This design comes from an exercise in tuning for small area, a short achievable clock period and few clock cycles per item on the open sky130 flow, not from production work. The RTL was checked by simulation tests, not by an equivalence proof against the original design. Power is estimated from default activity; no workload was simulated.

[design/flow/config.mk]
export PLATFORM = sky130hd
export DESIGN_NAME = sorted_priority_queue
export DESIGN_NICKNAME = sorted_priority_queue
export VERILOG_FILES = /design/flow/design.v
export SDC_FILE = /design/flow/constraint.sdc
export NUM_CORES = 4
export LEC_CHECK = 0
export CAP_MARGIN = 20
export CORE_MARGIN = 2
export CORE_UTILIZATION = 40
export SLEW_MARGIN = 20
[design/flow/constraint.sdc]
create_clock -name core_clock -period 5.0 [get_ports {clk_i}]
set_input_delay 1.0000 -clock core_clock [delete_from_list [all_inputs] [get_ports {clk_i}]]
set_output_delay 1.0000 -clock core_clock [all_outputs]
set_load 0.01 [all_outputs]
[design/flow/design.v]
package spq_pkg;
  localparam int unsigned DEPTH      = 16;
  localparam int unsigned DATA_WIDTH = 32;
  localparam int unsigned PRIO_WIDTH = 16;
  localparam int unsigned CNT_W      = $clog2(DEPTH + 1);
  localparam int unsigned CMD_W      = 2;
  localparam int unsigned PAYLOAD_W  = 32;
  localparam int unsigned PRIO_IN_W  = 16;
  localparam int unsigned DOUT_W     = 32;
  localparam int unsigned COUNT_W    = 5;
  localparam int unsigned STATUS_W   = 2;
  localparam logic [CMD_W-1:0] CMD_INSERT = 2'd0;
  localparam logic [CMD_W-1:0] CMD_REMOVE = 2'd1;
  localparam logic [CMD_W-1:0] CMD_PEEK   = 2'd2;
  localparam logic [STATUS_W-1:0] ST_OK    = 2'd0;
  localparam logic [STATUS_W-1:0] ST_FULL  = 2'd1;
  localparam logic [STATUS_W-1:0] ST_EMPTY = 2'd2;
  typedef struct packed {
    logic        [DATA_WIDTH-1:0] payload;
    logic signed [PRIO_WIDTH-1:0] prio;
  } entry_t;
  typedef struct packed {
    logic insert;
    logic remove;
  } cell_ctrl_t;
endpackage
module spq_cell (
  input  logic                clk_i,
  input  logic                we_i,
  input  spq_pkg::entry_t     new_entry_i,
  output logic [spq_pkg::DATA_WIDTH-1:0] payload_o,
  output logic                le_o
);
  spq_pkg::entry_t entry_q;
  assign le_o = ($signed(entry_q.prio) <= $signed(new_entry_i.prio));
  always_ff @(posedge clk_i) begin
    if (we_i) entry_q <= new_entry_i;
  end
  assign payload_o = entry_q.payload;
endmodule
module sorted_priority_queue (
  input  logic                                clk_i,
  input  logic                                rst_ni,
  input  logic                                start,
  output logic                                busy,
  input  logic [spq_pkg::CMD_W-1:0]           cmd_i,
  input  logic [spq_pkg::PAYLOAD_W-1:0]       payload_i,
  input  logic signed [spq_pkg::PRIO_IN_W-1:0] priority_req_i,
  output logic                                done_o,
  output logic [spq_pkg::DOUT_W-1:0]          data_out_o,
  output logic [spq_pkg::COUNT_W-1:0]         count_o,
  output logic [spq_pkg::STATUS_W-1:0]        status_o
);
  localparam int unsigned Depth = spq_pkg::DEPTH;
  localparam int unsigned CntW  = spq_pkg::CNT_W;
  localparam int unsigned IdxW  = $clog2(Depth);
  logic                           accept;
  logic                           full, empty;
  logic                           ins1, rem1, rd1;
  spq_pkg::entry_t                new_entry;
  logic [spq_pkg::DATA_WIDTH-1:0] slot_pay [Depth];
  logic [Depth-1:0]               slot_le;
  logic [Depth-1:0]               slot_we;
  logic [CntW-1:0]                count_q, count_d;
  logic [spq_pkg::STATUS_W-1:0]   status_d;
  logic                           done2_q;
  logic                           ins2_q, rem2_q, rd2_q;
  logic [Depth-1:0]               le_q;
  logic [spq_pkg::STATUS_W-1:0]   status2_q;
  logic [IdxW-1:0]                order_q [Depth];
  logic [IdxW-1:0]                order_d [Depth];
  logic [IdxW-1:0]                free_slot;
  logic [Depth-1:0]               ahead;
  logic                           done_q;
  logic [spq_pkg::DOUT_W-1:0]     data_q;
  logic [spq_pkg::STATUS_W-1:0]   status_q;
  logic [CntW-1:0]                count_out_q;
  assign busy   = 1'b0;
  assign accept = start && !busy;
  assign full   = (count_q == CntW'(Depth));
  assign empty  = (count_q == '0);
  assign new_entry.payload = spq_pkg::DATA_WIDTH'(payload_i);
  assign new_entry.prio    = spq_pkg::PRIO_WIDTH'(priority_req_i);
  always_comb begin
    ins1     = 1'b0;
    rem1     = 1'b0;
    rd1      = 1'b0;
    count_d  = count_q;
    status_d = spq_pkg::ST_OK;
    if (accept) begin
      unique case (cmd_i)
        spq_pkg::CMD_INSERT: begin
          if (full) begin
            status_d = spq_pkg::ST_FULL;
          end else begin
            ins1    = 1'b1;
            count_d = count_q + 1'b1;
          end
        end
        spq_pkg::CMD_REMOVE, spq_pkg::CMD_PEEK: begin
          if (empty) begin
            status_d = spq_pkg::ST_EMPTY;
          end else begin
            rd1 = 1'b1;
            if (cmd_i == spq_pkg::CMD_REMOVE) begin
              rem1    = 1'b1;
              count_d = count_q - 1'b1;
            end
          end
        end
        default: begin
        end
      endcase
    end
  end
  always_comb begin
    if (ins2_q)      free_slot = order_q[Depth-2];
    else if (rem2_q) free_slot = order_q[0];
    else             free_slot = order_q[Depth-1];
  end
  for (genvar j = 0; j < Depth; j++) begin : g_slot
    assign slot_we[j] = ins1 && (free_slot == IdxW'(j));
    spq_cell u_cell (
      .clk_i       (clk_i),
      .we_i        (slot_we[j]),
      .new_entry_i (new_entry),
      .payload_o   (slot_pay[j]),
      .le_o        (slot_le[j])
    );
  end
  always_ff @(posedge clk_i or negedge rst_ni) begin
    if (!rst_ni) begin
      count_q  <= '0;
      done2_q  <= 1'b0;
      ins2_q   <= 1'b0;
      rem2_q   <= 1'b0;
      rd2_q    <= 1'b0;
    end else begin
      count_q  <= count_d;
      done2_q  <= accept;
      ins2_q   <= ins1;
      rem2_q   <= rem1;
      rd2_q    <= rd1;
    end
  end
  always_ff @(posedge clk_i) begin
    le_q      <= slot_le;
    status2_q <= status_d;
  end
  for (genvar i = 0; i < Depth; i++) begin : g_pos
    assign ahead[i] = le_q[order_q[i]] && (count_out_q > CntW'(i));
    logic prev_ahead;
    if (i == 0) begin : g_first
      assign prev_ahead = 1'b1;
    end else begin : g_rest
      assign prev_ahead = ahead[i-1];
    end
    always_comb begin
      order_d[i] = order_q[i];
      if (ins2_q) begin
        if (!ahead[i]) begin
          if (prev_ahead) begin
            order_d[i] = order_q[Depth-1];
          end else begin
            order_d[i] = order_q[(i+Depth-1) % Depth];
          end
        end
      end else if (rem2_q) begin
        order_d[i] = order_q[(i+1) % Depth];
      end
    end
    always_ff @(posedge clk_i or negedge rst_ni) begin
      if (!rst_ni) begin
        order_q[i] <= IdxW'(i);
      end else begin
        order_q[i] <= order_d[i];
      end
    end
  end
  always_ff @(posedge clk_i or negedge rst_ni) begin
    if (!rst_ni) begin
      done_q <= 1'b0;
    end else begin
      done_q <= done2_q;
    end
  end
  always_ff @(posedge clk_i) begin
    data_q      <= rd2_q ? spq_pkg::DOUT_W'(slot_pay[order_q[0]]) : '0;
    status_q    <= status2_q;
    count_out_q <= count_q;
  end
  assign done_o     = done_q;
  assign data_out_o = data_q;
  assign status_o   = status_q;
  assign count_o    = spq_pkg::COUNT_W'(count_out_q);
endmodule
[design/flow/run.sh]
#!/bin/bash
# synth_recipe.tcl (not shown) runs the flow's synth.tcl, then flattens the netlist and writes it again
# the make line also repeats each setting of config.mk as NAME=value (left out here)
make -C /OpenROAD-flow-scripts/flow DESIGN_CONFIG=/design/flow/config.mk WORK_HOME=/design/flow/orfs CLKGATE_MAP_FILE= SYNTH_SCRIPT=/design/flow/synth_recipe.tcl finish
==> key figures, run 1 <==
Die
  • Site row count: roughly 120
  • Die Y: 325.8 um
  • Die Wd: 325.8 um
  • CORE AREA: 103100 um^2
  • Total die area: between 100000 and 150000 um^2
  • Initial core utilization: 40.19%
  • I/O Pins: 94

Routing
  • Initial DRT Pass Iterations: 6
  • DR WL/cell: 27.50 um
  • Vias per cell: about 6
  • Post-route ant nets: 0
  • Initial drt markers: about 3300
  • Final WL: between 100 and 150 mm
  • Vias: 27283
  • # DRC: 0

Logic synthesis
  • Top cells by area, synth: edfxtp_1 56%, ha_1 7.9%, mux2i_1 2.8%
  • Yosys cell types: 98
  • Yosys warnings: 7
  • Gate Count Post-Synth: between 2000 and 3000
  • Post-synthesis sequential area ratio: between 60% and 70%
  • Syn Nets: 3239
  • Top FF cell, synth: edfxtp_1
  • Flops & latches, synth: around 900
  • Mapped Area: 41420 um^2
  • Cell accounting for the most synthesized area: edfxtp_1
  • Commonest cells in the synthesized netlist: 768 x edfxtp_1, 262 x ha_1, 129 x nor2_1
  • Post-Syn Area per Cell: around 14 um^2
  • Synth top area share: 55.68%
  • Most numerous cell in the Yosys netlist: edfxtp_1
  • Post-synth EDFFs: between 700 and 800
  • Synth async-reset ratio: 8.231%

Power and ir drop
  • PD cells: roughly 500 nW/um^2
  • Leak Pwr: roughly 0.017 uW
  • VDD IR max: ~0.33 mV

STA
  • RSZ-0062 raised after global routing: no
  • Period minus WS final: 3.779 ns
  • Fin. Hold Viols: 0
  • Slew of the pin with the lowest slew margin: ~1.1 ns
  • Skew final: 0.05158 ns
  • Hold Slack: ~0.33 ns
  • Slew Limit Headroom: approximately a quarter
  • Final Max Tran Viols: 0
  • Finish-stage setup viols: 0
  • Setup total negative slack: 0 ns
  • Post-route clock period utilization: around 76%
  • Fmax: about 260 MHz

Setup path
  • WP data required: around 5.5 ns
  • CP arrival: 4.31 ns
  • CP Buf/Inv Count: 4
  • RR Startpoint: order_q[15][0]
  • Critical Path End Type: flop
  • CP delay by family, top: buffers and inverters
  • Crit Path Max Fanout: 17
  • Worst Setup Path Type: input pin to flop
  • Critical path's slowest cell: nor4_1
  • Crit path cell chain: clkdlybuf4s50_1, buf_4, inv_1, buf_4, ha_1, nand4_1, nor4_1, o21ai_0, nand4_1, mux2i_1
  • Largest stage delay, worst path: 0.49 ns
  • Worst Setup SP: priority_req_i[12]
  • Crit path launch type: input pin

Global route
  • Vias in the first global route: 27303
  • All-Layer GR Usage: 23.08%
  • Initial antenna violation count: 2
  • Pin count of the biggest net entering global routing: 75
  • Total grt overflow: 0
  • First-pass GRT wire length: 183.4 mm

Clock tree
  • Post-CTS Setup Inserts: 0
  • Reg clk slew, reported paths: 0.06 ns
  • CTS Buf Count: 96
  • Hold-fix buffers, CTS: 0
  • Htree depth: 3
  • Sink Count: around 900
  • Root Driver: clkbuf_16
  • Post-CTS Resized: 0
  • Clock Tree Buf Depth: 3
  • CTS tree: done
  • Clock Latency Late Sink: roughly 0.70 ns

Hold path
  • Worst min path class: flop to flop
  • Hold Crit Start: status2_q[0]

Placed design
  • DP Cell Count: around 4300
  • Gpl congestion: around 0.83
  • I/O Buffers: around 90
  • DP Area: between 40000 and 50000 um^2
  • HPWL Detailed: around 75 mm

Finish
  • Post-route insts no fill: 4521
  • Total Nets Final: approximately 3400
  • Post-route cell area: 47420 um^2
  • Core Util, Final: about 46%
  • Layout cells sized above 1: a little over an eighth
  • Layout area overhead: 14.49%

Run status
  • Status: finished clean

Flow run
  • MaxCap Viol Count: 0
==> metal layers <==
| layer | vias up | track usage [%] | share of wire (%) | wire length, um |
|---|---|---|---|---|
| met5 | - | 0 | 0 | 0 |
| met4 | 0 | 7.103 | 2.8 | 3472 |
| met3 | 213 | 4.049 | 8.8 | 10970 |
| met2 | 1310 | 36.38 | 46 | 57280 |
| met1 | 13836 | 32.59 | 42 | 52620 |
| li1 | 11924 | - | - | - |
==> registers in the layout (all words and copies together) (netlist names) <==
name,count
g_slot.u_cell.entry_q,768
order_q,64
data_q,32
le_q,16
count_out_q,5
count_q,5
status2_q,2
status_q,2
done2_q,1
done_q,1
ins2_q,1
rd2_q,1
rem2_q,1
==> cell type report <==
cell class,instances,area [um^2]
Clock inverter,60,474.2
Fill cell,9020,55630
Inverter,75,281.5
Antenna cell,2,5.005
Multi-Input combinational cell,1794,14490
Clock buffer,118,2515
Timing Repair Buffer,193,1831
Tap cell,1380,1727
Sequential cell,899,26100
==> power breakdown <==
group	switching (uW)	internal [uW]
registers	1090	8790
clock network	3060	3710
logic	4140	2890
total	8290	15400
==> stage by stage <==
step / setup slack [ns] / total power [uW]
after floorplan: 0.7126 / 14320
after global placement: 0.4239 / 16760
after detailed placement: 0.4232 / 16930
after CTS: 1.127 / 23680
after global routing: 1.002 / 24660
final: 1.221 / 23680
==> cell usage in the layout (no fill, tap or decap), types with 21 or more instances in the layout <==
master | synthesis | layout
inv_1 | 72 | 72
dfstp_2 | 32 | 32
a31oi_1 | 52 | 52
o21ai_0 | 109 | 109
clkinv_2 | 0 | 23
nand3_1 | 41 | 41
nand4_1 | 64 | 64
clkinv_1 | 3 | 23
a22oi_1 | 84 | 84
a21o_1 | 64 | 64
buf_4 | 12 | 89
a22o_1 | 53 | 53
mux2_2 | 50 | 50
nand2_1 | 128 | 128
dfrtp_1 | 42 | 36
ha_1 | 262 | 262
a21oi_1 | 124 | 124
a222oi_1 | 30 | 30
o21a_1 | 36 | 36
edfxtp_1 | 768 | 768
nor2_1 | 129 | 107
dfxtp_1 | 57 | 57
mux2i_1 | 115 | 115
nor2b_1 | 65 | 65
mux4_2 | 31 | 31
clkdlybuf4s50_1 | 0 | 91
a211oi_1 | 27 | 27
a221oi_1 | 38 | 38
clkbuf_16 | 0 | 96
nand2b_1 | 22 | 22
nor2_4 | 2 | 21
==> final timing paths <==
path	endpoint	slack, ns	depth (start not counted)
max in group asynchronous	rem2_q	4.07	1
min	status_q[0]	0.33	0
max reg2reg	g_slot[9].u_cell.entry_q[15]	1.47	6
min in group asynchronous	order_q[8][1]	0.37	1
max	le_q[9]	1.22	10
min reg2reg	status_q[0]	0.33	0
==> logic make-up after synthesis <==
group                    share of synthesized area, %
buffers and inverters                           2.501
AND/OR/NAND/NOR                                 6.929
XOR/XNOR                                       0.1057
AO/OA/AOI/OAI                                   13.13
multiplexers                                    6.367
flip-flops                                      63.00
adder cells (fa/ha/maj)                         7.962
other                                        0.009053
==> worst reg2reg max path: stages, from the launching register on <==
cell and delay, ns:
dfstp_2 0.93, mux2i_1 0.15, o21ai_0 0.38, nor2b_1 0.26, nand2_1 0.27, nor2_4 0.67, buf_4 0.46
Testbench counts, summed over its fixed seeds: cycles 16,008, items 16,000.
==> run 2: changes to the inputs <==
--- a/design/flow/design.v
+++ b/design/flow/design.v
@@ -32,6 +32,30 @@
   output logic                le_o
 );
+  localparam int unsigned W = spq_pkg::PRIO_WIDTH;
   spq_pkg::entry_t entry_q;
-  assign le_o = ($signed(entry_q.prio) <= $signed(new_entry_i.prio));
+  logic [W-1:0]    a, b;
+  assign a = {~entry_q.prio[W-1], entry_q.prio[W-2:0]};
+  assign b = {~new_entry_i.prio[W-1], new_entry_i.prio[W-2:0]};
+  logic [W-1:0] gt0, eq0;
+  logic [W/2-1:0] gt1, eq1;
+  logic [W/4-1:0] gt2, eq2;
+  logic [W/8-1:0] gt3, eq3;
+  logic gt4;
+  assign gt0 = a & ~b;
+  assign eq0 = ~(a ^ b);
+  for (genvar k = 0; k < W/2; k++) begin : g_l1
+    assign gt1[k] = gt0[2*k+1] | (eq0[2*k+1] & gt0[2*k]);
+    assign eq1[k] = eq0[2*k+1] & eq0[2*k];
+  end
+  for (genvar k = 0; k < W/4; k++) begin : g_l2
+    assign gt2[k] = gt1[2*k+1] | (eq1[2*k+1] & gt1[2*k]);
+    assign eq2[k] = eq1[2*k+1] & eq1[2*k];
+  end
+  for (genvar k = 0; k < W/8; k++) begin : g_l3
+    assign gt3[k] = gt2[2*k+1] | (eq2[2*k+1] & gt2[2*k]);
+    assign eq3[k] = eq2[2*k+1] & eq2[2*k];
+  end
+  assign gt4 = gt3[1] | (eq3[1] & gt3[0]);
+  assign le_o = ~gt4;
   always_ff @(posedge clk_i) begin
     if (we_i) entry_q <= new_entry_i;
@@ -120,5 +144,5 @@
   end
   for (genvar j = 0; j < Depth; j++) begin : g_slot
-    assign slot_we[j] = ins1 && (free_slot == IdxW'(j));
+    assign slot_we[j] = !full && (free_slot == IdxW'(j));
     spq_cell u_cell (
       .clk_i       (clk_i),
--- a/design/flow/config.mk
+++ b/design/flow/config.mk
@@ -6,6 +6,8 @@
 export NUM_CORES = 4
 export LEC_CHECK = 0
+export ABC_CLOCK_PERIOD_IN_PS = 2500
 export CAP_MARGIN = 20
 export CORE_MARGIN = 2
 export CORE_UTILIZATION = 40
+export SETUP_SLACK_MARGIN = 2.5
 export SLEW_MARGIN = 20
==> key figures, run 2 <==
Run status
  • Status: finished clean

Clock tree
  • CTS Buf Count: 96 (unchanged)
  • CTS tree: done
  • Root Driver: clkbuf_16
  • Clock Tree Buf Depth: 3 (unchanged)
  • Clock Latency Late Sink: 0.70 ns (about the same)
  • Reg clk slew, reported paths: 0.06 ns (about the same)
  • Sink Count: 899 (unchanged)
  • Hold-fix buffers, CTS: 0 (unchanged)
  • Htree depth: 3 (unchanged)

Routing
  • DR WL/cell: 27.18 um (-1.2%)
  • Vias per cell: 6.073 (+0.63%)
  • Initial drt markers: 3229 (-1.1%)
  • Final WL: 122.4 mm (-1.6%)
  • # DRC: 0 (unchanged)
  • Post-route ant nets: 0 (unchanged)
  • Initial DRT Pass Iterations: 6 (unchanged)
  • Vias: 27353 (+0.26%)

STA
  • Post-route clock period utilization: 50.24% (-25 points)
  • Period minus WS final: 2.512 ns (-1.267 ns)
  • Slew of the pin with the lowest slew margin: 0.8202 ns (-0.3228 ns)
  • Fin. Hold Viols: 0 (unchanged)
  • Fmax: 398.1 MHz (+50%)
  • Skew final: 0.05931 ns (+0.007734 ns)
  • Setup total negative slack: 0 ns (unchanged)
  • Finish-stage setup viols: 0 (unchanged)
  • RSZ-0062 raised after global routing: yes
  • Final Max Tran Viols: 0 (unchanged)
  • Slew Limit Headroom: 45.12% (+21 points)

Logic synthesis
  • Synth top area share: 56.72% (+1.0 points)
  • Post-Syn Area per Cell: 14.32 um^2 (+1.1%)
  • Top FF cell, synth: edfxtp_1
  • Synth async-reset ratio: 8.231% (unchanged)
  • Flops & latches, synth: 899 (unchanged)
  • Syn Nets: 3139 (-3.1%)
  • Most numerous cell in the Yosys netlist: edfxtp_1
  • Commonest cells in the synthesized netlist: 768 x edfxtp_1, 246 x ha_1, 149 x o21ai_0
  • Post-synth EDFFs: 768 (unchanged)
  • Mapped Area: 40660 um^2 (-1.8%)
  • Top cells by area, synth: edfxtp_1 57%, ha_1 7.6%, mux2i_1 3.2%
  • Post-synthesis sequential area ratio: 64.18% (+1.2 points)
  • Yosys warnings: 7 (unchanged)
  • Cell accounting for the most synthesized area: edfxtp_1
  • Yosys cell types: 92 (-6.1%)
  • Gate Count Post-Synth: 2839 (-2.9%)

Finish
  • Post-route insts no fill: 4504 (-0.38%)
  • Most frequent cells in the layout: 768 x edfxtp_1, 245 x ha_1, 128 x buf_4
  • Most common cell after layout, fill and taps aside: edfxtp_1
  • Largest Register: g_slot.u_cell.entry_q
  • Biggest regs: g_slot.u_cell.entry_q: 768 flops, order_q: 64 flops, data_q: 32 flops
  • Layout cells sized above 1: 19.78% (+6.1 points)
  • Max reg flops: 768 (unchanged)
  • Layout area overhead: 19.90%
  • Total Nets Final: 3363 (-0.36%)
  • Core Util, Final: 48.54% (+2.5 points)

Power and ir drop
  • Internal power: 17670 uW (+15%)
  • PD cells: 557.8 nW/um^2 (+12%)
  • VDD IR max: 0.3012 mV (-8.7%)
  • Total power: 27200 uW (+15%)
  • Combinational power share: 33.2% (+3.5 points)
  • Clk pwr share: 27.4% (-1.2 points)
  • Leak Pwr: 0.01738 uW (+4.0%)
  • Sw frac: 35.02% (about the same)
  • Sequential power share: 39.4% (-2.3 points)
  • Switch Pwr: 9523 uW (+15%)

Global route
  • Pin count of the biggest net entering global routing: 49 (-35%)
  • Total grt overflow: 0 (unchanged)
  • First-pass GRT wire length: 180.4 mm (-1.6%)
  • All-Layer GR Usage: 23.32% (+0.25 points)
  • Initial antenna violation count: 6 (+4)
  • Vias in the first global route: 27386 (+0.30%)

Setup path
  • R2r worst-path depth: 6 (unchanged)
  • Critical Path End Type: flop
  • Crit path launch type: flop
  • CP arrival: 3.06 ns (-1.25 ns)
  • Worst Setup Path Type: flop to flop
  • Crit Path Max Fanout: 7 (-10)
  • Setup slack, reg-to-reg: 2.49 ns (+1.02 ns)
  • WP data required: 5.55 ns (+0.02 ns)
  • RR Startpoint: order_q[7][0]
  • R2R Path End: order_q[8][1]

Flow run
  • MaxCap Viol Count: 0 (unchanged)

Die
  • Site row count: 116 (-1.7%)
  • Die Wd: 322.8 um (-0.91%)
  • CORE AREA: 100400 um^2 (-2.5%)
  • Total die area: 104200 um^2 (-1.8%)
  • Initial core utilization: 40.48% (+0.29 points)
  • Die Y: 322.8 um (-0.91%)
  • I/O Pins: 94 (unchanged)

Placed design
  • HPWL Detailed: 71.03 mm (-5.4%)
  • I/O Buffers: 92 (unchanged)
  • DP Cell Count: 4219 (-2.8%)
  • Gpl congestion: 0.8353 (+0.31%)

Hold path
  • Worst min path class: input pin to async pin
run 2: repair_timing:
action | in CTS | in global routing
resized for setup | 182 | 102
endpoints found under the setup margin | 912 | 440
pin swaps | 26 | 16
setup buffers | 86 | 13
cloned | 3 | 1
run 2: layout make-up:
class	instances	area, um^2
multi-input combinational	1709	14240
tap	1357	1698
inverter	70	322.8
sequential	899	26160
fill	8595	51680
antenna	3	7.507
timing repair buffer	287	2984
clock buffer	127	2630
clock inverter	52	709.4
run 2: worst max-delay path, stage by stage (launching register included):
cell	delay (ns)
dfstp_2	0.62
mux4_2	0.53
o22ai_2	0.19
a311o_1	0.22
o21a_4	0.22
mux2_4	0.31
a221o_1	0.29
run 2: power by group through the flow:
stage | combinational (uW) | sequential (uW) | clock, uW
final | 9030 | 10700 | 7450
after global routing | 9610 | 10800 | 7840
after global placement | 7700 | 10900 | 0
after CTS | 8640 | 10700 | 7560
after detailed placement | 7910 | 11000 | 0
after floorplan | 5590 | 10200 | 0
run 2: per-stage QoR:
step | setup slack [ns] | instance area, um^2 | hold WS [ns]
floorplan | 2.319 | 40960 | 0.3096
global placement | 1.237 | 43630 | 0.3183
detailed placement | 1.001 | 43630 | 0.3128
CTS | 2.497 | 48250 | 0.3272
global route | 2.465 | 48750 | 0.3369
finish | 2.488 | 48750 | 0.3266
run 2: cell families after synthesis:
kind of cell / synth area share [%]
flops: 64.18
compound gates: 13.92
simple gates: 5.776
fa+ha+maj: 7.619
buf+inv: 2.545
mux: 5.847
xor+xnor: 0.1077
other cells: 0.009222
run 2: worst max-delay path by stage:
stage,from,endpoint,slack [ns],cells after the start
floorplan,order_q[0][1],g_slot[0].u_cell.entry_q[0],2.32,9
global placement,priority_req_i[9],le_q[1],1.24,9
detailed placement,priority_req_i[9],le_q[3],1.00,9
CTS,order_q[0][0],g_slot[15].u_cell.entry_q[9],2.50,8
global route,order_q[7][0],order_q[8][1],2.47,6
finish,order_q[7][0],order_q[8][1],2.49,6
run 2: metal layers:
layer	global-route usage [%]	vias up	wire (um)
met5	0	-	22
met4	8.661	4	3755
met1	32.37	13922	50950
met3	3.988	241	11100
met2	36.81	1399	56570
li1	-	11787	-
Testbench counts of run 2, summed over its fixed seeds: cycles 16,008, items 16,000.
==> run 3: changes to the inputs <==
--- a/design/flow/config.mk
+++ b/design/flow/config.mk
@@ -10,4 +10,4 @@
 export CORE_MARGIN = 2
 export CORE_UTILIZATION = 40
-export SETUP_SLACK_MARGIN = 2.5
+export SETUP_SLACK_MARGIN = 1.5
 export SLEW_MARGIN = 20
==> key figures, run 3 <==
Clock tree
  • Clock Tree Buf Depth: 3 (unchanged)
  • CTS tree: done
  • Sink Count: 899 (unchanged)
  • Htree depth: 3 (unchanged)
  • Clock Latency Late Sink: 0.71 ns (about the same)
  • Hold-fix buffers, CTS: 0 (unchanged)
  • Root Driver: clkbuf_16
  • CTS Buf Count: 96 (unchanged)
  • Reg clk slew, reported paths: 0.06 ns (about the same)

Logic synthesis
  • Post-Syn Area per Cell: 14.32 um^2 (unchanged)
  • Cell accounting for the most synthesized area: edfxtp_1
  • Top FF cell, synth: edfxtp_1
  • Yosys warnings: 7 (unchanged)
  • Yosys cell types: 92 (unchanged)
  • Mapped Area: 40660 um^2 (unchanged)
  • Flops & latches, synth: 899 (unchanged)
  • Post-synth EDFFs: 768 (unchanged)
  • Synth top area share: 56.72% (unchanged)
  • Most numerous cell in the Yosys netlist: edfxtp_1
  • Top cells by area, synth: edfxtp_1 57%, ha_1 7.6%, mux2i_1 3.2%
  • Commonest cells in the synthesized netlist: 768 x edfxtp_1, 246 x ha_1, 149 x o21ai_0
  • Syn Nets: 3139 (unchanged)
  • Post-synthesis sequential area ratio: 64.18% (unchanged)
  • Synth async-reset ratio: 8.231% (unchanged)
  • Gate Count Post-Synth: 2839 (unchanged)

Routing
  • Final WL: 120.0 mm (-1.9%)
  • # DRC: 0 (unchanged)
  • Vias per cell: 6.043 (-0.49%)
  • Initial DRT Pass Iterations: 6 (unchanged)
  • Initial drt markers: 3109 (-3.7%)
  • Vias: 26680 (-2.5%)
  • DR WL/cell: 27.19 um (about the same)
  • Post-route ant nets: 0 (unchanged)

STA
  • Setup total negative slack: 0 ns (unchanged)
  • Slew Limit Headroom: 20.68% (-24 points)
  • Period minus WS final: 3.406 ns (+0.8945 ns)
  • Fin. Hold Viols: 0 (unchanged)
  • Finish-stage setup viols: 0 (unchanged)
  • Fmax: 293.6 MHz (-26%)
  • Slew of the pin with the lowest slew margin: 1.189 ns (+0.3684 ns)
  • Skew final: 0.06014 ns (+0.0008274 ns)
  • Post-route clock period utilization: 68.13% (+18 points)
  • RSZ-0062 raised after global routing: no
  • Final Max Tran Viols: 0 (unchanged)
  • Hold Slack: 0.3262 ns (-0.0004580 ns)

Setup path
  • CP delay by family, top: simple AND/OR/NAND/NOR gates
  • Worst Setup Path Type: flop to flop
  • CP Buf/Inv Count: 1 (+1)
  • CP arrival: 3.75 ns (+0.69 ns)
  • Crit path cell chain: mux2i_1, o21ai_0, and2_1, nand2_1, nor2_4, buf_12
  • Crit path launch type: flop
  • WP data required: 5.35 ns (-0.20 ns)
  • Crit Path Max Fanout: 32 (+25)
  • Critical Path End Type: flop
  • Largest stage delay, worst path: 1.03 ns (+0.41 ns)
  • Critical path's slowest cell: dfstp_2

Global route
  • First-pass GRT wire length: 176.3 mm (-2.3%)
  • All-Layer GR Usage: 22.79% (-0.53 points)
  • Pin count of the biggest net entering global routing: 53 (+8.2%)
  • Vias in the first global route: 26574 (-3.0%)
  • Initial antenna violation count: 3 (-3)
  • Total grt overflow: 0 (unchanged)

Finish
  • Layout area overhead: 15.17%
  • Post-route cell area: 46830 um^2 (-3.9%)
  • Max reg flops: 768 (unchanged)
  • Fill cells: 8752 (+1.8%)
  • Sequential cell area: 26110 um^2 (-0.21%)
  • Total Nets Final: 3275 (-2.6%)
  • Most frequent cells in the layout: 768 x edfxtp_1, 246 x ha_1, 149 x o21ai_0
  • Biggest regs: g_slot.u_cell.entry_q: 768 flops, order_q: 64 flops, data_q: 32 flops
  • Layout cells sized above 1: 13.58% (-6.2 points)
  • Multi-input gate area: 13740 um^2 (-3.5%)
  • Largest Register: g_slot.u_cell.entry_q
  • Most common cell after layout, fill and taps aside: edfxtp_1

Placed design
  • Gpl congestion: 0.8155 (-2.4%)
  • I/O Buffers: 92 (unchanged)
  • DP Area: 43610 um^2 (about the same)
  • HPWL Detailed: 72.73 mm (+2.4%)

Die
  • Die Wd: 322.8 um (unchanged)
  • Site row count: 116 (unchanged)
  • Die Y: 322.8 um (unchanged)
  • Initial core utilization: 40.48% (unchanged)
  • CORE AREA: 100400 um^2 (unchanged)
  • I/O Pins: 94 (unchanged)
  • Total die area: 104200 um^2 (unchanged)

Hold path
  • Worst min path class: flop to flop

Flow run
  • MaxCap Viol Count: 0 (unchanged)

Power and ir drop
  • Leak Pwr: 0.01650 uW (-5.1%)
  • VDD IR max: 0.3033 mV (+0.70%)
  • PD cells: 552.6 nW/um^2 (-0.93%)

Run status
  • Status: finished clean
[run 3: kinds of logic (layout without fill, tap and decap cells)]
| group | after synthesis | after routing | share of synthesized area, % |
|---|---|---|---|
| compound gates | 803 | 803 | 13.92 |
| xor+xnor | 5 | 5 | 0.1077 |
| fa+ha+maj | 247 | 247 | 7.619 |
| buf+inv | 233 | 451 | 2.545 |
| flops | 899 | 899 | 64.18 |
| mux | 193 | 193 | 5.847 |
| other cells | 1 | 2 | 0.009222 |
| simple gates | 458 | 458 | 5.776 |
[run 3: cell type report]
| cell class | instances | area share, % |
|---|---|---|
| Antenna cell | 1 | 0.005344 |
| Clock buffer | 131 | 5.667 |
| Clock inverter | 49 | 1.042 |
| Inverter | 70 | 0.5611 |
| Multi-Input combinational cell | 1707 | 29.35 |
| Sequential cell | 899 | 55.75 |
| Tap cell | 1357 | 3.626 |
| Timing Repair Buffer | 201 | 4.002 |
[run 3: stage by stage]
stage | instances | power, uW | util, % | worst slack (ns)
final | 4415 | 25880 | 46.63 | 1.594
after global routing | 4414 | 26950 | 46.62 | 1.504
after CTS | 4408 | 25850 | 46.55 | 1.539
after detailed placement | 4228 | 18810 | 43.42 | 1.120
after global placement | 4228 | 18560 | 43.42 | 1.092
after floorplan | 2839 | 15650 | - | 0.8052
[run 3: per-layer routing]
metal	GRT usage, %	share of wire, %	vias up
li1	-	-	11596
met1	31.99	42	13456
met2	36.34	46	1387
met3	3.882	9.1	237
met4	6.770	2.7	4
met5	0	0.017	-
[run 3: worst paths after layout]
kind	depth (start not counted)	slack, ns	from	to
hold reg to reg	0	0.33	status2_q[0]	status_q[0]
min in group asynchronous	1	0.35	rst_ni	order_q[6][0]
hold / removal	0	0.33	status2_q[0]	status_q[0]
setup reg to reg	6	1.59	order_q[15][0]	g_slot[5].u_cell.entry_q[12]
setup / recovery	6	1.59	order_q[15][0]	g_slot[5].u_cell.entry_q[12]
max in group asynchronous	2	3.77	rst_ni	order_q[15][1]
[run 3: power breakdown]
group          internal, uW  switching [uW]
registers              9660            1310
clock network          4010            3030
logic                  3100            4770
total                 16800            9110
[run 3: repair_timing]
| action | 4_1_cts | 5_1_grt |
|---|---|---|
| setup endpoints to repair | 87 | 99 |
| buffers inserted | 0 | 6 |
| resized for setup | 1 | 2 |
| pin swaps | 0 | 2 |
==> run 4: changes to the inputs <==
--- a/design/flow/design.v
+++ b/design/flow/design.v
@@ -37,25 +37,23 @@
   assign a = {~entry_q.prio[W-1], entry_q.prio[W-2:0]};
   assign b = {~new_entry_i.prio[W-1], new_entry_i.prio[W-2:0]};
-  logic [W-1:0] gt0, eq0;
-  logic [W/2-1:0] gt1, eq1;
-  logic [W/4-1:0] gt2, eq2;
-  logic [W/8-1:0] gt3, eq3;
-  logic gt4;
-  assign gt0 = a & ~b;
-  assign eq0 = ~(a ^ b);
+  logic [W-1:0]   g0, p0;
+  logic [W/2-1:0] g1, p1;
+  logic [W/4-1:0] g2, p2;
+  logic [W/8-1:0] g3, p3;
+  assign g0 = b & ~a;
+  assign p0 = b | ~a;
   for (genvar k = 0; k < W/2; k++) begin : g_l1
-    assign gt1[k] = gt0[2*k+1] | (eq0[2*k+1] & gt0[2*k]);
-    assign eq1[k] = eq0[2*k+1] & eq0[2*k];
+    assign g1[k] = g0[2*k+1] | (p0[2*k+1] & g0[2*k]);
+    assign p1[k] = g0[2*k+1] | (p0[2*k+1] & p0[2*k]);
   end
   for (genvar k = 0; k < W/4; k++) begin : g_l2
-    assign gt2[k] = gt1[2*k+1] | (eq1[2*k+1] & gt1[2*k]);
-    assign eq2[k] = eq1[2*k+1] & eq1[2*k];
+    assign g2[k] = g1[2*k+1] | (p1[2*k+1] & g1[2*k]);
+    assign p2[k] = g1[2*k+1] | (p1[2*k+1] & p1[2*k]);
   end
   for (genvar k = 0; k < W/8; k++) begin : g_l3
-    assign gt3[k] = gt2[2*k+1] | (eq2[2*k+1] & gt2[2*k]);
-    assign eq3[k] = eq2[2*k+1] & eq2[2*k];
-  end
-  assign gt4 = gt3[1] | (eq3[1] & gt3[0]);
-  assign le_o = ~gt4;
+    assign g3[k] = g2[2*k+1] | (p2[2*k+1] & g2[2*k]);
+    assign p3[k] = g2[2*k+1] | (p2[2*k+1] & p2[2*k]);
+  end
+  assign le_o = g3[1] | (p3[1] & p3[0]);
   always_ff @(posedge clk_i) begin
     if (we_i) entry_q <= new_entry_i;
@@ -100,10 +98,26 @@
   logic [spq_pkg::STATUS_W-1:0]   status_q;
   logic [CntW-1:0]                count_out_q;
+  logic                           start_q;
+  logic [spq_pkg::CMD_W-1:0]      cmd_q;
+  logic [spq_pkg::PAYLOAD_W-1:0]  payload_q;
+  logic [spq_pkg::PRIO_IN_W-1:0]  prio_q;
   assign busy   = 1'b0;
-  assign accept = start && !busy;
+  always_ff @(posedge clk_i or negedge rst_ni) begin
+    if (!rst_ni) begin
+      start_q <= 1'b0;
+    end else begin
+      start_q <= start && !busy;
+    end
+  end
+  always_ff @(posedge clk_i) begin
+    cmd_q     <= cmd_i;
+    payload_q <= payload_i;
+    prio_q    <= priority_req_i;
+  end
+  assign accept = start_q;
   assign full   = (count_q == CntW'(Depth));
   assign empty  = (count_q == '0);
-  assign new_entry.payload = spq_pkg::DATA_WIDTH'(payload_i);
-  assign new_entry.prio    = spq_pkg::PRIO_WIDTH'(priority_req_i);
+  assign new_entry.payload = spq_pkg::DATA_WIDTH'(payload_q);
+  assign new_entry.prio    = spq_pkg::PRIO_WIDTH'(prio_q);
   always_comb begin
     ins1     = 1'b0;
@@ -113,5 +127,5 @@
     status_d = spq_pkg::ST_OK;
     if (accept) begin
-      unique case (cmd_i)
+      unique case (cmd_q)
         spq_pkg::CMD_INSERT: begin
           if (full) begin
@@ -127,5 +141,5 @@
           end else begin
             rd1 = 1'b1;
-            if (cmd_i == spq_pkg::CMD_REMOVE) begin
+            if (cmd_q == spq_pkg::CMD_REMOVE) begin
               rem1    = 1'b1;
               count_d = count_q - 1'b1;
--- a/design/flow/config.mk
+++ b/design/flow/config.mk
@@ -6,8 +6,10 @@
 export NUM_CORES = 4
 export LEC_CHECK = 0
-export ABC_CLOCK_PERIOD_IN_PS = 2500
+export ABC_CLOCK_PERIOD_IN_PS = 2000
 export CAP_MARGIN = 20
 export CORE_MARGIN = 2
 export CORE_UTILIZATION = 40
-export SETUP_SLACK_MARGIN = 1.5
+export CTS_CLUSTER_DIAMETER = 100
+export CTS_CLUSTER_SIZE = 30
+export SETUP_SLACK_MARGIN = 2.8
 export SLEW_MARGIN = 20
==> key figures, run 4 <==
Run status
  • Status: finished clean

Routing
  • Initial drt markers: 4000 (+29%)
  • DR WL/cell: 30.42 um (+12%)
  • Final WL: 139.6 mm (+16%)
  • Vias per cell: 6.248 (+3.4%)
  • Vias: 28660 (+7.4%)
  • # DRC: 0 (unchanged)
  • Initial DRT Pass Iterations: 8 (+2)
  • Post-route ant nets: 0 (unchanged)

Logic synthesis
  • Post-Syn Area per Cell: 14.32 um^2 (about the same)
  • Synth async-reset ratio: 7.895% (-0.34 points)
  • Mapped Area: 40560 um^2 (-0.26%)
  • Flops & latches, synth: 950 (+5.7%)
  • Commonest cells in the synthesized netlist: 768 x edfxtp_1, 142 x maj3_1, 126 x a22oi_1
  • Cell accounting for the most synthesized area: edfxtp_1
  • Post-synth EDFFs: 768 (unchanged)
  • Synth top area share: 56.86% (+0.15 points)
  • Syn Nets: 2893 (-7.8%)
  • Yosys cell types: 100 (+8.7%)
  • Gate Count Post-Synth: 2833 (-0.21%)
  • Most numerous cell in the Yosys netlist: edfxtp_1
  • Top FF cell, synth: edfxtp_1
  • Top cells by area, synth: edfxtp_1 57%, dfxtp_1 5.3%, maj3_1 3.5%
  • Yosys warnings: 7 (unchanged)
  • Post-synthesis sequential area ratio: 66.87% (+2.7 points)

Die
  • Initial core utilization: 40.44% (-0.046 points)
  • Die Wd: 322.4 um (-0.13%)
  • Site row count: 116 (unchanged)
  • Total die area: 104000 um^2 (-0.25%)
  • I/O Pins: 94 (unchanged)
  • Die Y: 322.4 um (-0.13%)
  • CORE AREA: 100300 um^2 (-0.14%)

STA
  • Hold Slack: 0.3450 ns (+0.01886 ns)
  • Post-route clock period utilization: 47.04% (-21 points)
  • Skew final: 0.08889 ns (+0.02875 ns)
  • Setup total negative slack: 0 ns (unchanged)
  • RSZ-0062 raised after global routing: yes
  • Fin. Hold Viols: 0 (unchanged)
  • Finish-stage setup viols: 0 (unchanged)
  • Fmax: 425.1 MHz (+45%)
  • Period minus WS final: 2.352 ns (-1.054 ns)
  • Slew of the pin with the lowest slew margin: 0.7947 ns (-0.3939 ns)
  • Worst Setup Slack, final: 2.648 ns (+1.054 ns)
  • Final Max Tran Viols: 0 (unchanged)
  • Slew Limit Headroom: 47.02% (+26 points)

Global route
  • Vias in the first global route: 27196 (+2.3%)
  • Pin count of the biggest net entering global routing: 76 (+43%)
  • All-Layer GR Usage: 24.46% (+1.7 points)
  • Initial antenna violation count: 1 (-2)
  • Total grt overflow: 0 (unchanged)
  • First-pass GRT wire length: 187.3 mm (+6.2%)

Power and ir drop
  • Leak Pwr: 0.01710 uW (+3.6%)
  • Clk pwr share: 16.0% (-11 points)
  • Internal power: 17450 uW (+4.1%)
  • Combinational power share: 43.4% (+13 points)
  • Sequential power share: 40.5% (-1.9 points)
  • Sw frac: 37.14% (+1.9 points)
  • Switch Pwr: 10310 uW (+13%)
  • PD cells: 547.3 nW/um^2 (-0.97%)
  • VDD IR max: 0.4077 mV (+34%)

Placed design
  • I/O Buffers: 92 (unchanged)
  • Setup WS pre-CTS: 1.772 ns (+0.6513 ns)
  • Gpl congestion: 0.8303 (+1.8%)
  • HPWL Detailed: 68.24 mm (-6.2%)
  • DP Cell Count: 4180 (-1.1%)

Finish
  • Layout area overhead: 25.11%
  • Most common cell after layout, fill and taps aside: edfxtp_1
  • Most frequent cells in the layout: 768 x edfxtp_1, 184 x buf_4, 136 x maj3_1
  • Max reg flops: 768 (unchanged)
  • Total Nets Final: 3253 (-0.67%)
  • Fill cells: 8135 (-7.0%)
  • Post-route insts no fill: 4587 (+3.9%)
  • Sequential cell area: 27280 um^2 (+4.5%)
  • Multi-input gate area: 13390 um^2 (-2.6%)
  • Biggest regs: g_slot.u_cell.entry_q: 768 flops, order_q: 64 flops
  • Core Util, Final: 50.59% (+4.0 points)
  • Layout cells sized above 1: 26.78% (+13 points)
  • Largest Register: g_slot.u_cell.entry_q

Clock tree
  • CTS tree: done
  • Root Driver: clkbuf_16
  • Sink Count: 950 (+5.7%)
  • Reg clk slew, reported paths: 0.11 ns (+0.05 ns)
  • Clock Latency Late Sink: 0.72 ns (about the same)
  • Clock Tree Buf Depth: 3 (unchanged)
  • Htree depth: 2 (-1)
  • CTS Buf Count: 42 (-56%)

Setup path
  • Crit Path Max Fanout: 8 (-75%)
  • Worst Setup Path Type: flop to flop
  • CP arrival: 2.76 ns (-0.99 ns)
  • Critical Path End Type: flop
  • WP data required: 5.41 ns (+0.06 ns)
  • R2r worst-path depth: 10 (+4)
  • Crit path launch type: flop

Hold path
  • Worst min path class: flop to flop
  • Hold Crit Depth: 0 (unchanged)

Flow run
  • MaxCap Viol Count: 0 (unchanged)
-- run 4: cell count changes after synthesis, sizes merged, moves of 29 or more --
| cell | previous run | this run |
|---|---|---|
| ha | 246 | 6 |
| maj3 | 0 | 144 |
| o21ai | 152 | 88 |
| nor2b | 50 | 103 |
| dfxtp | 57 | 107 |
| a22oi | 83 | 127 |
| nor2 | 90 | 124 |
| o22ai | 8 | 42 |
| a21oi | 135 | 103 |
| buf | 58 | 89 |
| nand2b | 48 | 77 |
-- run 4: final timing paths --
| kind | startpoint | endpoint | slack (ns) |
|---|---|---|---|
| setup / recovery | order_q[0][0] | g_slot[2].u_cell.entry_q[18] | 2.65 |
| hold / removal | status2_q[1] | status_q[1] | 0.35 |
| setup reg to reg | order_q[0][0] | g_slot[2].u_cell.entry_q[18] | 2.65 |
| hold reg to reg | status2_q[1] | status_q[1] | 0.35 |
| max in group asynchronous | rst_ni | ins2_q | 3.99 |
| min in group asynchronous | rst_ni | order_q[8][2] | 0.38 |
-- run 4: cell type report --
cell class / instances / share of cell area (%)
Antenna cell: 4 / 0.01973
Clock buffer: 64 / 2.296
Clock inverter: 13 / 0.5450
Inverter: 69 / 0.6461
Multi-Input combinational cell: 1629 / 26.39
Sequential cell: 950 / 53.77
Tap cell: 1357 / 3.346
Timing Repair Buffer: 501 / 12.99
-- run 4: timing repair --
action	4_1_cts	5_1_grt
cloned	27	49
resized for setup	500	201
pin swaps	45	83
setup buffers	164	86
setup endpoints to repair	924	796
hold buffers	0	0
-- run 4: kinds of logic (layout without fill, tap and decap cells) --
kind of cell,count (synthesis),in the layout,synth area share [%]
DFF,950,950,66.87
AOI/OAI and AO/OA,714,715,12.81
and+or+nand+nor,560,563,7.278
buffers and inverters,258,647,2.823
muxes,194,194,6.309
adders and majority gates,151,151,3.795
xor gates and xnor gates,5,5,0.1080
other,1,5,0.009246
-- run 4: per-stage QoR --
stage | total power (uW) | area, um^2
after floorplan | 16380 | 40800
after global placement | 18860 | 43260
after detailed placement | 19100 | 43270
after CTS | 25600 | 48010
after global routing | 28640 | 50730
final | 27770 | 50740
-- run 4: power by group through the flow --
stage               Sequential [uW]  Clock (uW)  Combinational (uW)
finish                        11300        4450               12100
global placement              11600           0                7290
global route                  11400        4760               12500
floorplan                     10800           0                5590
CTS                           11200        4490                9900
detailed placement            11600           0                7460
-- run 4: critical path: stages (launching register included) --
cell and delay (ns):
dfrtp_4 0.55, buf_12 0.16, a211oi_4 0.26, a21oi_2 0.07
nor2_2 0.18, buf_6 0.15, nand2_8 0.08, buf_6 0.14
nor2_4 0.11, buf_12 0.19, clkbuf_16 0.19
-- run 4: layer usage --
layer | track usage, % | routed length [um] | vias up
li1 | - | - | 11885
met4 | 8.204 | 6150 | 2
met2 | 38.75 | 64360 | 1859
met5 | 0 | 38 | -
met3 | 5.155 | 15310 | 387
met1 | 33.53 | 53700 | 14527
Testbench counts of run 4, summed over its fixed seeds: cycles 16,016, items 16,000.
==> run 5: changes to the inputs <==
--- a/design/flow/config.mk
+++ b/design/flow/config.mk
@@ -12,4 +12,5 @@
 export CTS_CLUSTER_DIAMETER = 100
 export CTS_CLUSTER_SIZE = 30
-export SETUP_SLACK_MARGIN = 2.8
+export SETUP_SLACK_MARGIN = 2.6
 export SLEW_MARGIN = 20
+export TNS_END_PERCENT = 5
==> key figures, run 5 <==
Run status
  • Status: finished clean

Finish
  • Most frequent cells in the layout: 768 x edfxtp_1, 142 x maj3_1, 126 x a22oi_1
  • Largest Register: g_slot.u_cell.entry_q
  • Post-route insts no fill: 4341 (-5.4%)
  • Biggest regs: g_slot.u_cell.entry_q: 768 flops, order_q: 64 flops
  • Fill cells: 8706 (+7.0%)
  • Most common cell after layout, fill and taps aside: edfxtp_1
  • Layout area overhead: 13.18%
  • Core Util, Final: 45.77% (-4.8 points)
  • Max reg flops: 768 (unchanged)
  • N_diodes: 0 (-4)
  • Layout cells sized above 1: 16.02% (-11 points)
  • Total Nets Final: 3008 (-7.5%)

Setup path
  • Worst Setup SP: data_q[17]
  • CP delay by family, top: buffers and inverters
  • WP data required: 4.00 ns (-1.41 ns)
  • RR Startpoint: order_q[15][2]
  • Critical Path End Type: primary output
  • Worst Setup Path Type: flop to primary output
  • Crit path cell chain: clkdlybuf4s50_1
  • Crit path launch type: flop
  • Crit Path Max Fanout: 1 (-7)
  • Largest stage delay, worst path: 0.55 ns (about the same)
  • Critical path's slowest cell: clkdlybuf4s50_1
  • CP Buf/Inv Count: 1 (-4)
  • CP arrival: 1.61 ns (-1.15 ns)

Global route
  • All-Layer GR Usage: 22.31% (-2.1 points)
  • Initial antenna violation count: 2 (+1)
  • Vias in the first global route: 25997 (-4.4%)
  • Total grt overflow: 0 (unchanged)
  • First-pass GRT wire length: 173.2 mm (-7.5%)
  • Pin count of the biggest net entering global routing: 76 (unchanged)

Routing
  • Initial DRT Pass Iterations: 8 (unchanged)
  • Vias: 26492 (-7.6%)
  • Vias per cell: 6.103 (-2.3%)
  • # DRC: 0 (unchanged)
  • Initial drt markers: 3222 (-19%)
  • Post-route ant nets: 0 (unchanged)
  • DR WL/cell: 27.31 um (-10%)
  • Final WL: 118.6 mm (-15%)

Power and ir drop
  • Leak Pwr: 0.01509 uW (-12%)
  • VDD IR max: 0.3031 mV (-26%)
  • PD cells: 529.6 nW/um^2 (-3.2%)

Clock tree
  • Clock Tree Buf Depth: 3 (unchanged)
  • Reg clk slew, reported paths: 0.12 ns (about the same)
  • Clock Latency Late Sink: 0.69 ns (-0.03 ns)
  • CTS tree: done
  • CTS Buf Count: 44 (+4.8%)
  • Htree depth: 2 (unchanged)
  • Sink Count: 950 (unchanged)
  • Root Driver: clkbuf_16

Die
  • Die Wd: 322.4 um (unchanged)
  • CORE AREA: 100300 um^2 (unchanged)
  • I/O Pins: 94 (unchanged)
  • Site row count: 116 (unchanged)
  • Die Y: 322.4 um (unchanged)
  • Total die area: 104000 um^2 (unchanged)
  • Initial core utilization: 40.44% (unchanged)

STA
  • Post-route clock period utilization: 52.17% (+5.1 points)
  • Fin. Hold Viols: 0 (unchanged)
  • Worst Setup Slack, final: 2.391 ns (-0.2563 ns)
  • Setup total negative slack: 0 ns (unchanged)
  • Period minus WS final: 2.609 ns (+0.2563 ns)
  • Skew final: 0.05262 ns (-0.03627 ns)
  • Final Max Tran Viols: 0 (unchanged)
  • Fmax: 383.4 MHz (-9.8%)
  • RSZ-0062 raised after global routing: yes
  • Slew of the pin with the lowest slew margin: 0.8697 ns (+0.07502 ns)
  • Finish-stage setup viols: 0 (unchanged)
  • Slew Limit Headroom: 41.96% (-5.1 points)

Logic synthesis
  • Commonest cells in the synthesized netlist: 768 x edfxtp_1, 142 x maj3_1, 126 x a22oi_1
  • Top cells by area, synth: edfxtp_1 57%, dfxtp_1 5.3%, maj3_1 3.5%
  • Most numerous cell in the Yosys netlist: edfxtp_1
  • Gate Count Post-Synth: 2833 (unchanged)
  • Syn Nets: 2893 (unchanged)
  • Flops & latches, synth: 950 (unchanged)
  • Yosys warnings: 7 (unchanged)
  • Top FF cell, synth: edfxtp_1
  • Yosys cell types: 100 (unchanged)
  • Synth top area share: 56.86% (unchanged)
  • Post-synth EDFFs: 768 (unchanged)
  • Mapped Area: 40560 um^2 (unchanged)
  • Synth async-reset ratio: 7.895% (unchanged)
  • Post-synthesis sequential area ratio: 66.87% (unchanged)
  • Post-Syn Area per Cell: 14.32 um^2 (unchanged)
  • Cell accounting for the most synthesized area: edfxtp_1

Placed design
  • DP Cell Count: 4181 (+0.024%)
  • I/O Buffers: 92 (unchanged)
  • HPWL Detailed: 67.82 mm (-0.61%)
  • Gpl congestion: 0.8281 (-0.26%)
  • Setup WS pre-CTS: 1.476 ns (-0.2954 ns)

Hold path
  • Hold Crit Start: status2_q[0]
  • Worst min path class: flop to flop

Flow run
  • MaxCap Viol Count: 0 (unchanged)
==> run 5: cell counts after synthesis <==
Identical to the previous run, type by type.
==> run 5: what timing repair did <==
item,in CTS,in global routing
setup endpoints to repair,900,882
hold buffers,0,0
cloned,1,3
gates resized for setup,97,78
buffers inserted,36,38
pin swaps,13,11
==> run 5: area by class of cell <==
cell class              instances  area [um^2]  share of cell area [%]
flip-flops and latches        950        27210                   59.27
multi-input cells            1627        12710                   27.68
repair buffers                256         2492                   5.430
well taps                    1357         1698                   3.699
clock inverters                18        335.3                  0.7305
inverters                      69        286.5                  0.6242
clock buffers                  64         1176                   2.562
==> run 5: power breakdown <==
part           total [uW]  internal [uW]  switching (uW)
logic                8460           3470            5000
clock network        4520           1800            2720
registers           11300          10100            1210
==> run 5: worst paths after layout <==
| check | to | slack [ns] | depth (start not counted) |
|---|---|---|---|
| min reg2reg | status_q[0] | 0.35 | 0 |
| min | status_q[0] | 0.35 | 0 |
| max in group asynchronous | order_q[0][0] | 3.99 | 1 |
| min in group asynchronous | order_q[2][3] | 0.38 | 1 |
| max reg2reg | g_slot[12].u_cell.entry_q[11] | 2.48 | 5 |
| max | data_out_o[17] | 2.39 | 1 |
==> run 5: cell families after synthesis <==
family / synth area share (%)
AND/OR/NAND/NOR: 7.278
adder cells (fa/ha/maj): 3.795
other: 0.009246
XOR/XNOR: 0.1080
buffers and inverters: 2.823
multiplexers: 6.309
flip-flops: 66.87
AO/OA/AOI/OAI: 12.81
==> run 5: stage by stage <==
step / hold slack [ns] / power (uW) / cell area, um^2
global route: 0.3555 / 25320 / 45900
floorplan: 0.3096 / 16330 / 40720
global placement: 0.3186 / 18760 / 43140
detailed placement: 0.3143 / 18950 / 43140
CTS: 0.3564 / 23890 / 45290
finish: 0.3499 / 24310 / 45900
==> run 5: metal layers <==
metal	global-route usage (%)	up-vias	wire [um]
met2	35.75	1341	54890
met4	7.124	2	3606
li1	-	11371	-
met5	0	-	13
met1	31.10	13555	49210
met3	3.604	223	10830
==> run 6: changes to the inputs <==
--- a/design/flow/design.v
+++ b/design/flow/design.v
@@ -85,4 +85,5 @@
   logic [Depth-1:0]               slot_we;
   logic [CntW-1:0]                count_q, count_d;
+  logic                           full_q, empty_q;
   logic [spq_pkg::STATUS_W-1:0]   status_d;
   logic                           done2_q;
@@ -92,5 +93,4 @@
   logic [IdxW-1:0]                order_q [Depth];
   logic [IdxW-1:0]                order_d [Depth];
-  logic [IdxW-1:0]                free_slot;
   logic [Depth-1:0]               ahead;
   logic                           done_q;
@@ -116,6 +116,6 @@
   end
   assign accept = start_q;
-  assign full   = (count_q == CntW'(Depth));
-  assign empty  = (count_q == '0);
+  assign full   = full_q;
+  assign empty  = empty_q;
   assign new_entry.payload = spq_pkg::DATA_WIDTH'(payload_q);
   assign new_entry.prio    = spq_pkg::PRIO_WIDTH'(prio_q);
@@ -152,11 +152,11 @@
     end
   end
-  always_comb begin
-    if (ins2_q)      free_slot = order_q[Depth-2];
-    else if (rem2_q) free_slot = order_q[0];
-    else             free_slot = order_q[Depth-1];
-  end
   for (genvar j = 0; j < Depth; j++) begin : g_slot
-    assign slot_we[j] = !full && (free_slot == IdxW'(j));
+    logic at_last, at_next, at_front;
+    assign at_last  = (order_q[Depth-1] == IdxW'(j));
+    assign at_next  = (order_q[Depth-2] == IdxW'(j));
+    assign at_front = (order_q[0] == IdxW'(j));
+    assign slot_we[j] = !full && ((ins2_q && at_next) || (rem2_q && at_front) ||
+                                  (!ins2_q && !rem2_q && at_last));
     spq_cell u_cell (
       .clk_i       (clk_i),
@@ -170,4 +170,6 @@
     if (!rst_ni) begin
       count_q  <= '0;
+      full_q   <= 1'b0;
+      empty_q  <= 1'b1;
       done2_q  <= 1'b0;
       ins2_q   <= 1'b0;
@@ -176,4 +178,6 @@
     end else begin
       count_q  <= count_d;
+      full_q   <= (count_d == CntW'(Depth));
+      empty_q  <= (count_d == '0);
       done2_q  <= accept;
       ins2_q   <= ins1;
@@ -208,5 +212,5 @@
       end
     end
-    always_ff @(posedge clk_i or negedge rst_ni) begin
+    always_ff @(posedge clk_i) begin
       if (!rst_ni) begin
         order_q[i] <= IdxW'(i);
--- a/design/flow/config.mk
+++ b/design/flow/config.mk
@@ -10,7 +10,7 @@
 export CORE_MARGIN = 2
 export CORE_UTILIZATION = 40
-export CTS_CLUSTER_DIAMETER = 100
-export CTS_CLUSTER_SIZE = 30
-export SETUP_SLACK_MARGIN = 2.6
+export CTS_CLUSTER_DIAMETER = 80
+export CTS_CLUSTER_SIZE = 25
+export SETUP_SLACK_MARGIN = 2.7
 export SLEW_MARGIN = 20
 export TNS_END_PERCENT = 5
==> key figures, run 6 <==
Setup path
  • Crit path launch type: flop
  • CP arrival: 1.53 ns (-0.08 ns)
  • Critical Path End Type: primary output
  • Setup slack, reg-to-reg: 2.47 ns (about the same)
  • R2R Path End: data_q[23]
  • CP delay by family, top: buffers and inverters
  • Critical path's slowest cell: clkdlybuf4s50_1
  • Crit path cell chain: clkdlybuf4s50_1
  • RR Startpoint: order_q[0][2]
  • WP data required: 4.00 ns (about the same)
  • Crit Path Max Fanout: 1 (unchanged)
  • Worst Setup Path Type: flop to primary output
  • Largest stage delay, worst path: 0.54 ns (about the same)
  • R2r worst-path depth: 8 (+3)
  • Worst Setup SP: data_q[12]
  • CP Buf/Inv Count: 1 (unchanged)

Placed design
  • I/O Buffers: 92 (unchanged)
  • Gpl congestion: 0.8824 (+6.6%)
  • HPWL Detailed: 70.05 mm (+3.3%)

Hold path
  • Hold Crit Start: status2_q[1]
  • Hold EP: status_q[1]
  • Hold Crit Depth: 0 (unchanged)
  • Worst min path class: flop to flop

Clock tree
  • Root Driver: clkbuf_16
  • CTS tree: done
  • Clock Latency Late Sink: 0.69 ns (about the same)
  • CTS Buf Count: 50 (+14%)
  • Htree depth: 2 (unchanged)
  • Reg clk slew, reported paths: 0.09 ns (-0.03 ns)
  • Sink Count: 952 (+0.21%)
  • Clock Tree Buf Depth: 3 (unchanged)

Routing
  • Post-route ant nets: 0 (unchanged)
  • DR WL/cell: 28.29 um (+3.6%)
  • Initial drt markers: 4274 (+33%)
  • Initial DRT Pass Iterations: 9 (+1)
  • # DRC: 0 (unchanged)
  • Vias per cell: 6.270 (+2.7%)
  • Final WL: 128.3 mm (+8.2%)
  • Vias: 28428 (+7.3%)

STA
  • Post-route clock period utilization: 50.64% (-1.5 points)
  • Period minus WS final: 2.532 ns (-0.07626 ns)
  • RSZ-0062 raised after global routing: yes
  • Finish-stage setup viols: 0 (unchanged)
  • Skew final: 0.06527 ns (+0.01265 ns)
  • Fmax: 394.9 MHz (+3.0%)
  • Setup total negative slack: 0 ns (unchanged)
  • Slew of the pin with the lowest slew margin: 0.8551 ns (-0.01456 ns)
  • Slew Limit Headroom: 42.93% (+0.97 points)
  • Fin. Hold Viols: 0 (unchanged)
  • Hold Slack: 0.3399 ns (-0.01000 ns)
  • Final Max Tran Viols: 0 (unchanged)

Logic synthesis
  • Post-synth EDFFs: 768 (unchanged)
  • Most numerous cell in the Yosys netlist: edfxtp_1
  • Flops & latches, synth: 952 (+0.21%)
  • Post-synthesis sequential area ratio: 65.71% (-1.2 points)
  • Synth top area share: 56.52% (-0.34 points)
  • Gate Count Post-Synth: 2980 (+5.2%)
  • Cell accounting for the most synthesized area: edfxtp_1
  • Yosys cell types: 109 (+9.0%)
  • Top cells by area, synth: edfxtp_1 57%, dfxtp_1 8.4%, maj3_1 3.3%
  • Yosys warnings: 7 (unchanged)
  • Top FF cell, synth: edfxtp_1
  • Post-Syn Area per Cell: 13.69 um^2 (-4.4%)
  • Synth async-reset ratio: 1.366% (-6.5 points)
  • Commonest cells in the synthesized netlist: 768 x edfxtp_1, 175 x nor2_1, 171 x dfxtp_1
  • Syn Nets: 3038 (+5.0%)
  • Mapped Area: 40800 um^2 (+0.60%)

Finish
  • Fill cells: 8707 (+0.011%)
  • Biggest regs: g_slot.u_cell.entry_q: 768 flops, order_q: 64 flops
  • Layout area overhead: 15.82%
  • Most frequent cells in the layout: 768 x edfxtp_1, 147 x nor2_1, 134 x maj3_1
  • Sequential cell area: 26930 um^2 (-1.0%)
  • Most common cell after layout, fill and taps aside: edfxtp_1
  • Max reg flops: 768 (unchanged)
  • Total Nets Final: 3183 (+5.8%)
  • Layout cells sized above 1: 16.01% (about the same)
  • N_diodes: 0 (unchanged)
  • Core Util, Final: 46.58% (+0.81 points)
  • Largest Register: g_slot.u_cell.entry_q
  • Multi-input gate area: 13410 um^2 (+5.6%)

Flow run
  • MaxCap Viol Count: 0 (unchanged)

Die
  • CORE AREA: 101400 um^2 (+1.2%)
  • I/O Pins: 94 (unchanged)
  • Total die area: 104600 um^2 (+0.60%)
  • Initial core utilization: 40.22% (-0.22 points)
  • Die Y: 323.4 um (+0.30%)
  • Die Wd: 323.4 um (+0.30%)
  • Site row count: 117 (+0.86%)

Global route
  • Total grt overflow: 0 (unchanged)
  • All-Layer GR Usage: 23.70% (+1.4 points)
  • Initial antenna violation count: 1 (-1)
  • Pin count of the biggest net entering global routing: 69 (-9.2%)
  • First-pass GRT wire length: 183.4 mm (+5.9%)
  • Vias in the first global route: 27329 (+5.1%)

Power and ir drop
  • VDD IR max: 0.2927 mV (-3.4%)
  • Leak Pwr: 0.01547 uW (+2.5%)
  • PD cells: 382.2 nW/um^2 (-28%)

Run status
  • Status: finished clean
==> run 6: cell count changes after synthesis, sizes merged, moves of 17 or more <==
cell	change
buf	-37
inv	+18
dfrtp	-31
mux2i	-34
dfxtp	+64
nor2	+52
nand2	+21
a222oi	+27
o22ai	-18
o21ai	+23
dfstp	-31
clkbuf	+49
a22oi	-18
o31ai	+17
==> run 6: what timing repair did <==
item / 4_1_cts / 5_1_grt
pin swaps: 18 / 10
hold buffers: 0 / 0
cloned: 12 / 6
buffers inserted: 43 / 55
gates resized for setup: 133 / 102
endpoints found under the setup margin: 922 / 803
==> run 6: where the power goes <==
| part | internal, uW | switching [uW] | leakage (uW) |
|---|---|---|---|
| logic | 1360 | 2020 | 0.00611 |
| registers | 9220 | 607 | 0.00856 |
| clock network | 2110 | 2750 | 0.000804 |
| total | 12700 | 5370 | 0.0155 |
==> run 6: worst max path at each step <==
stage,slack [ns],to,depth (start not counted)
floorplan,2.56,g_slot[6].u_cell.entry_q[0],6
global placement,1.65,g_slot[7].u_cell.entry_q[32],6
detailed placement,1.55,g_slot[7].u_cell.entry_q[38],6
CTS,2.43,data_out_o[30],1
global route,2.41,order_q[12][2],5
finish,2.47,data_out_o[12],1
==> run 6: through the flow <==
| step | total power [uW] | instance area (um^2) | instances | setup WS [ns] |
|---|---|---|---|---|
| global placement | 12800 | 43660 | 4325 | 1.652 |
| finish | 18060 | 47260 | 4534 | 2.468 |
| global route | 18620 | 47260 | 4534 | 2.406 |
| floorplan | 11670 | 41140 | 2980 | 2.555 |
| detailed placement | 12900 | 43660 | 4325 | 1.546 |
| CTS | 17860 | 46310 | 4473 | 2.430 |
==> run 6: cell families (layout without fill, tap and decap cells) <==
family          count (synthesis)  count (layout)  share of synthesized area, %
compound gates                786             786                         14.33
buf+inv                       288             472                         2.800
other cells                     1               1                      0.009191
fa+ha+maj                     141             141                         3.490
flops                         952             952                         65.71
simple gates                  651             653                         8.191
mux                           161             161                         5.468
==> run 6: cell type report <==
class / count / area share (%)
clock buffers: 77 / 2.952
repair inverters: 1 / 0.01589
inverters: 87 / 0.7758
repair buffers: 291 / 6.654
flip-flops and latches: 952 / 56.98
multi-input cells: 1742 / 28.39
well taps: 1368 / 3.622
clock inverters: 16 / 0.6116
==> run 6: layer usage <==
layer / GRT usage (%) / vias up / part of all wire [%] / wire length [um]
met5: 0 / - / 0 / 0
met4: 7.535 / 0 / 3.3 / 4184
met3: 3.944 / 270 / 9.7 / 12480
met2: 37.76 / 1684 / 46 / 58980
met1: 33.12 / 14438 / 41 / 52610
li1: - / 12036 / - / -
Testbench counts of run 6, summed over its fixed seeds: cycles 16,016, items 16,000.

[static timing again, ports no longer ideal]
How much do the figures lean on ideal ports? The routed layouts below were timed once more, with nothing changed but the port constraints. Step 1 sets driving cells, clkbuf_16 on the clock port and buf_2 on the other inputs (assumed; they add their load-dependent delay and slew). Step 2 also shifts input and output timing later by t, the mid clock arrival at the registers, as if the neighbouring blocks saw the same clock. Three values: ideal, step 1, step 2; two values: the first two.
run	t (ns)	slack for setup (ns)	worst hold slack (ns)	slew at the worst register clock pin (ns)
run 1	0.745	1.221 / 1.256 / 0.511	0.328 / 0.328 / 0.328	0.06 / 0.06
run 2	0.742	2.488 / 2.471 / 1.835	0.327 / 0.297 / 0.327	0.06 / 0.06
run 3	0.749	1.594 / 1.594 / 1.077	0.326 / 0.308 / 0.326	0.06 / 0.06
run 4	0.740	2.648 / 2.648 / 2.648	0.345 / 0.345 / 0.345	0.12 / 0.12
run 5	0.720	2.391 / 2.326 / 2.480	0.350 / 0.350 / 0.350	0.12 / 0.12
run 6	0.730	2.468 / 2.393 / 2.209	0.340 / 0.307 / 0.340	0.11 / 0.11
After both steps every run listed still meets setup and hold. The setup slack of run 1, which loses most, moves by +0.035 ns with the drivers and by -0.710 ns with both steps.
